Background: an optimization exercise with open tools, aiming at small area, a short achievable clock period and few clock cycles per item. Do not read the settings as production practice. At most, simulation tests tie the RTL to the original design; equivalence was not proved. Power and IR drop assume default switching activity.

==> run a <==
==> flow/design.v (excerpt) <==
module gf2_split_mul (
	input  wire         clk,
	input  wire         rst,
	input  wire         in_valid,
	output logic        in_ready,
	input  wire  [47:0] a,
	input  wire  [47:0] b,
	output logic        out_valid,
	input  wire         out_ready,
	output logic [95:0] c
);
	logic out_take;
	assign out_take = !out_valid || out_ready;
	assign in_ready = out_take;
	always_ff @(posedge clk) begin
		if (rst) begin
			out_valid <= 1'b0;
		end else if (out_take) begin
			out_valid <= in_valid;
		end
	end
	clmul48_pipe u_mul (.clk(clk), .en(out_take), .a(a), .b(b), .p(c));
endmodule
export LEC_CHECK = 0
export CAP_MARGIN = 20
export CORE_MARGIN = 2
export CORE_UTILIZATION = 60
export PLACE_DENSITY = 0.8
export SETUP_SLACK_MARGIN = 2.0
export SLEW_MARGIN = 20
export TNS_END_PERCENT = 0
create_clock -name core_clock -period 5.0 [get_ports {clk}]
standard.sh (not shown) runs the stock make flow with config.mk's settings and CLKGATE_MAP_FILE= SYNTH_SCRIPT=/design/flow/synth_recipe.tcl, a recipe that flattens the netlist after the stock synthesis.
==> flow/flow/run.sh <==
#!/bin/bash
# Own layout flow: the standard flow (standard.sh) with the standard
# synthesis unchanged, then the layout steps with the delay cells
# (clkdlybuf4s*, dlygate*, dlymetal*) added to the don't-use list, so that
# the port buffers and the timing repair use plain buffers instead, and with
# the buffers of synthesis removed at floorplan (REMOVE_ABC_BUFFERS) instead
# of a timing repair there without wires; the repair after clock tree
# synthesis then sizes the logic with placement parasitics.
set -euo pipefail
W=$(pwd)
bash standard.sh synth > "$W/flow_synth.log" 2>&1
DELAY_CELLS=""
for c in clkdlybuf4s15_1 clkdlybuf4s15_2 clkdlybuf4s18_1 clkdlybuf4s18_2 \
	clkdlybuf4s25_1 clkdlybuf4s25_2 clkdlybuf4s50_1 clkdlybuf4s50_2 \
	dlygate4sd1_1 dlygate4sd2_1 dlygate4sd3_1 \
	dlymetal6s2s_1 dlymetal6s4s_1 dlymetal6s6s_1; do
	DELAY_CELLS="$DELAY_CELLS sky130_fd_sc_hd__$c"
done
# The design config is read before the platform's, whose list is added to this one.
{
	cat "$W/config.mk"
	echo "export DONT_USE_CELLS =$DELAY_CELLS"
	echo "export REMOVE_ABC_BUFFERS = 1"
} > "$W/own_config.mk"
sed "s|DESIGN_CONFIG=[^ ]*|DESIGN_CONFIG=$W/own_config.mk|" "$W/standard.sh" > "$W/own_standard.sh"
grep -q "DESIGN_CONFIG=$W/own_config.mk" "$W/own_standard.sh"
bash "$W/own_standard.sh" > "$W/flow_layout.log" 2>&1
==> run b (differences from run a) <==
==> flow/flow/run.sh (replaced) <==
#!/bin/bash
# Own layout flow: the standard flow (standard.sh) with the standard
# synthesis unchanged, then the layout steps with the delay cells
# (clkdlybuf4s*, dlygate*, dlymetal*) added to the don't-use list, so that
# the port buffers and the timing repair use plain buffers instead.
set -euo pipefail
W=$(pwd)
bash standard.sh synth > "$W/flow_synth.log" 2>&1
DELAY_CELLS=""
for c in clkdlybuf4s15_1 clkdlybuf4s15_2 clkdlybuf4s18_1 clkdlybuf4s18_2 \
	clkdlybuf4s25_1 clkdlybuf4s25_2 clkdlybuf4s50_1 clkdlybuf4s50_2 \
	dlygate4sd1_1 dlygate4sd2_1 dlygate4sd3_1 \
	dlymetal6s2s_1 dlymetal6s4s_1 dlymetal6s6s_1; do
	DELAY_CELLS="$DELAY_CELLS sky130_fd_sc_hd__$c"
done
# The design config is read before the platform's, whose list is added to this one.
{ cat "$W/config.mk"; echo "export DONT_USE_CELLS =$DELAY_CELLS"; } > "$W/own_config.mk"
sed "s|DESIGN_CONFIG=[^ ]*|DESIGN_CONFIG=$W/own_config.mk|" "$W/standard.sh" > "$W/own_standard.sh"
grep -q "DESIGN_CONFIG=$W/own_config.mk" "$W/own_standard.sh"
bash "$W/own_standard.sh" > "$W/flow_layout.log" 2>&1
==> out/results.txt <==
Status: complete, no violations
Area grow syn2layout: 8.80%
# resized after CTS: 121
Sequential group power: 2560 uW
Vias in the first global route: 20300
Internal power: 7180 uW
Final worst slack: 1.74 ns
Pre-CTS setup slack: 1.05 ns
the above is filed under run a

==> out/results.txt <==
Status: complete, no violations
Area grow syn2layout: 10.4%
Internal power: 7270 uW
Fin Setup TNS: 0 ns
Worst Path Buf+Inv: 2
# resized after CTS: 113
Number of synthesized flops with an enable pin: 129
Vias: 22000
Grt met2 use: 57.8%
Sequential group power: 2540 uW
Final worst slack: 1.79 ns
Pre-CTS setup slack: 0.880 ns
DP Wirelength: 61.2 mm
Max-Cap Viols: 0
the above is filed under run b

Function was not checked in any run of this note: the RTL went through the layout flow alone.

---

==> trial 40: inputs <==
Another version of the RTL of gf2_split_mul (not shown whole).
export LEC_CHECK = 0
export CAP_MARGIN = 20
export CORE_MARGIN = 2
export CORE_UTILIZATION = 60
export PLACE_DENSITY = 0.8
export SETUP_SLACK_MARGIN = 2.0
export SLEW_MARGIN = 20
export TNS_END_PERCENT = 0
create_clock -name core_clock -period 5.0 [get_ports {clk}]
==> flow/flow/run.sh <==
#!/bin/bash
# Own layout flow: the standard flow (standard.sh) with the standard
# synthesis unchanged, then the layout steps with the delay cells
# (clkdlybuf4s*, dlygate*, dlymetal*) added to the don't-use list, so that
# the port buffers and the timing repair use plain buffers instead, and with
# the buffers of synthesis removed at floorplan (REMOVE_ABC_BUFFERS) instead
# of a timing repair there without wires; the repair after clock tree
# synthesis then sizes the logic with placement parasitics. The port
# buffers are buf_4 cells instead of the weakest buffer.
set -euo pipefail
W=$(pwd)
bash standard.sh synth > "$W/flow_synth.log" 2>&1
DELAY_CELLS=""
for c in clkdlybuf4s15_1 clkdlybuf4s15_2 clkdlybuf4s18_1 clkdlybuf4s18_2 \
	clkdlybuf4s25_1 clkdlybuf4s25_2 clkdlybuf4s50_1 clkdlybuf4s50_2 \
	dlygate4sd1_1 dlygate4sd2_1 dlygate4sd3_1 \
	dlymetal6s2s_1 dlymetal6s4s_1 dlymetal6s6s_1; do
	DELAY_CELLS="$DELAY_CELLS sky130_fd_sc_hd__$c"
done
# The design config is read before the platform's, whose list is added to this one.
{
	cat "$W/config.mk"
	echo "export DONT_USE_CELLS =$DELAY_CELLS"
	echo "export REMOVE_ABC_BUFFERS = 1"
	echo "export BUFFER_PORTS_ARGS = -buffer_cell sky130_fd_sc_hd__buf_4"
} > "$W/own_config.mk"
sed "s|DESIGN_CONFIG=[^ ]*|DESIGN_CONFIG=$W/own_config.mk|" "$W/standard.sh" > "$W/own_standard.sh"
grep -q "DESIGN_CONFIG=$W/own_config.mk" "$W/own_standard.sh"
bash "$W/own_standard.sh" > "$W/flow_layout.log" 2>&1
==> inputs of trial 7, as changes to trial 40 <==
--- a/flow/flow/run.sh
+++ b/flow/flow/run.sh
@@ -8,3 +8,3 @@
 # synthesis then sizes the logic with placement parasitics. The port
-# buffers are buf_4 cells instead of the weakest buffer.
+# buffers are buf_2 cells instead of the weakest buffer.
 set -euo pipefail
@@ -24,3 +24,3 @@
 	echo "export REMOVE_ABC_BUFFERS = 1"
-	echo "export BUFFER_PORTS_ARGS = -buffer_cell sky130_fd_sc_hd__buf_4"
+	echo "export BUFFER_PORTS_ARGS = -buffer_cell sky130_fd_sc_hd__buf_2"
 } > "$W/own_config.mk"
==> inputs of trial 83, as changes to trial 40 <==
--- a/flow/flow/run.sh
+++ b/flow/flow/run.sh
@@ -7,4 +7,3 @@
 # of a timing repair there without wires; the repair after clock tree
-# synthesis then sizes the logic with placement parasitics. The port
-# buffers are buf_4 cells instead of the weakest buffer.
+# synthesis then sizes the logic with placement parasitics.
 set -euo pipefail
@@ -24,3 +23,2 @@
 	echo "export REMOVE_ABC_BUFFERS = 1"
-	echo "export BUFFER_PORTS_ARGS = -buffer_cell sky130_fd_sc_hd__buf_4"
 } > "$W/own_config.mk"
--- a/flow/config.mk
+++ b/flow/config.mk
@@ -9,4 +9,4 @@
 export CORE_MARGIN = 2
-export CORE_UTILIZATION = 60
-export PLACE_DENSITY = 0.8
+export CORE_UTILIZATION = 65
+export PLACE_DENSITY = 0.85
 export SETUP_SLACK_MARGIN = 2.0
==> inputs of trial 94, as changes to trial 40 <==
--- a/flow/flow/run.sh
+++ b/flow/flow/run.sh
@@ -7,4 +7,3 @@
 # of a timing repair there without wires; the repair after clock tree
-# synthesis then sizes the logic with placement parasitics. The port
-# buffers are buf_4 cells instead of the weakest buffer.
+# synthesis then sizes the logic with placement parasitics.
 set -euo pipefail
@@ -24,3 +23,2 @@
 	echo "export REMOVE_ABC_BUFFERS = 1"
-	echo "export BUFFER_PORTS_ARGS = -buffer_cell sky130_fd_sc_hd__buf_4"
 } > "$W/own_config.mk"
--- a/flow/config.mk
+++ b/flow/config.mk
@@ -11,3 +11,3 @@
 export PLACE_DENSITY = 0.8
-export SETUP_SLACK_MARGIN = 2.0
+export SETUP_SLACK_MARGIN = 2.3
 export SLEW_MARGIN = 20
==> run notes <==
metric                                                                          trial 40               trial 83               trial 94                 trial 7
Fraction of area in non-clock buffers                                             0.0829                 0.0814                  0.129                  0.0770
Req. time, crit path                                                             5.21 ns                5.17 ns                5.17 ns                 5.18 ns
Chip height                                                                  201 microns            193 microns            201 microns             201 microns
Relative contribution of combinational cells to total power                        0.734                  0.735                  0.760                   0.747
Layout clock area frac                                                            0.0261                 0.0231                 0.0202                  0.0204
Number of fill cells in the layout                                                  3197                   2695                   2563                    3175
Sequential group power                                                           2.42 mW                2.46 mW                2.45 mW                 2.42 mW
Maximum ir drop on the vdd rail                                                 0.370 mV               0.502 mV               0.361 mV                0.327 mV
Clock network latency to the later pin of the worst-skew pair                    0.46 ns                0.43 ns                0.45 ns                 0.45 ns
Detailed placer's ending HPWL                                                    60.1 mm                63.7 mm                60.8 mm                 60.3 mm
Setup slack after layout                                                         1.78 ns                1.74 ns                1.67 ns                 1.52 ns
Worst reg2reg endpoint                                             u_mul.r[11]$_DFFE_PP_  u_mul.r[54]$_DFFE_PP_  u_mul.r[58]$_DFFE_PP_  u_mul.r[108]$_DFFE_PP_
Number of antenna violations at the first check in global routing                      2                      0                      3                       1
Met3 wire len                                                                    11.5 mm                13.3 mm                16.8 mm                 12.8 mm
First-pass DRT Iterations                                                              6                      6                     11                       6
Initial detailed-routing violation count                                            3108                   3741                   4998                    3754
Slowest cell on the critical path                                                xnor2_1                 xor2_1                xnor2_2                 xnor2_1
Detailed-route wire length per cell                                         22.0 microns           22.4 microns           23.9 microns            22.7 microns
Leakage power                                                                    10.0 nW                10.0 nW                11.2 nW                 10.2 nW
Status                                                  no timing/DRC/antenna violations  no timing/DRC/antenna violations  no timing/DRC/antenna violations  no timing/DRC/antenna violations
Topmost layer with routed signal wires                                              met5                   met4                   met5                    met4
Post-Place Cell Area                                                         24300 sq um            24000 sq um            24000 sq um             23800 sq um
CLK BUF                                                                               24                     18                     24                      21
Count of vias placed by the detailed router                                        21.7k                  22.7k                  24.3k                   22.3k
Via count of the first global-routing pass                                         20.7k                  21.1k                  21.6k                   21.0k
Clock skew                                                                     0.0149 ns             0.00863 ns              0.0227 ns               0.0182 ns
Testbench counts of trial 40, summed over its fixed seeds: cycles 2,056, items 2,048.
Testbench counts of trial 7, summed over its fixed seeds: cycles 2,056, items 2,048.
Testbench counts of trial 83, summed over its fixed seeds: cycles 2,056, items 2,048.
Testbench counts of trial 94, summed over its fixed seeds: cycles 2,056, items 2,048.

## port drivers added, routing unchanged
The results above use ideal ports. As a check the final layouts listed here were re-extracted and re-timed, cells and wires unchanged.
Step 1, drivers: a clkbuf_16 drives clk and a buf_2 each remaining input, both assumed.
Step 2 times the ports against the registers' clock, not the clock port: input delays grow and output delays shrink by t, the midpoint of the rising clock arrivals with the driver on.
Slacks: ideal ports / drivers / drivers and shift; pairs: ideal ports / drivers.
run | t, ns | setup WS [ns] | hold slack, ns
run a | 0.480 | 1.740 / 1.764 / 1.283 | 0.718 / 0.691 / 0.907
run b | 0.492 | 1.791 / 1.818 / 1.326 | 0.714 / 0.687 / 1.066
trial 40 | 0.495 | 1.780 / 1.808 / 1.313 | 0.707 / 0.685 / 0.895
trial 7 | 0.494 | 1.524 / 1.559 / 1.065 | 0.719 / 0.685 / 0.931
trial 83 | 0.477 | 1.738 / 1.761 / 1.284 | 0.715 / 0.693 / 1.012
trial 94 | 0.487 | 1.665 / 1.689 / 1.202 | 0.713 / 0.691 / 1.026
After both steps setup and hold are still met in every run listed. For trial 40, which loses most, drivers alone change the setup slack by +0.028 ns; drivers and shift together by -0.467 ns.
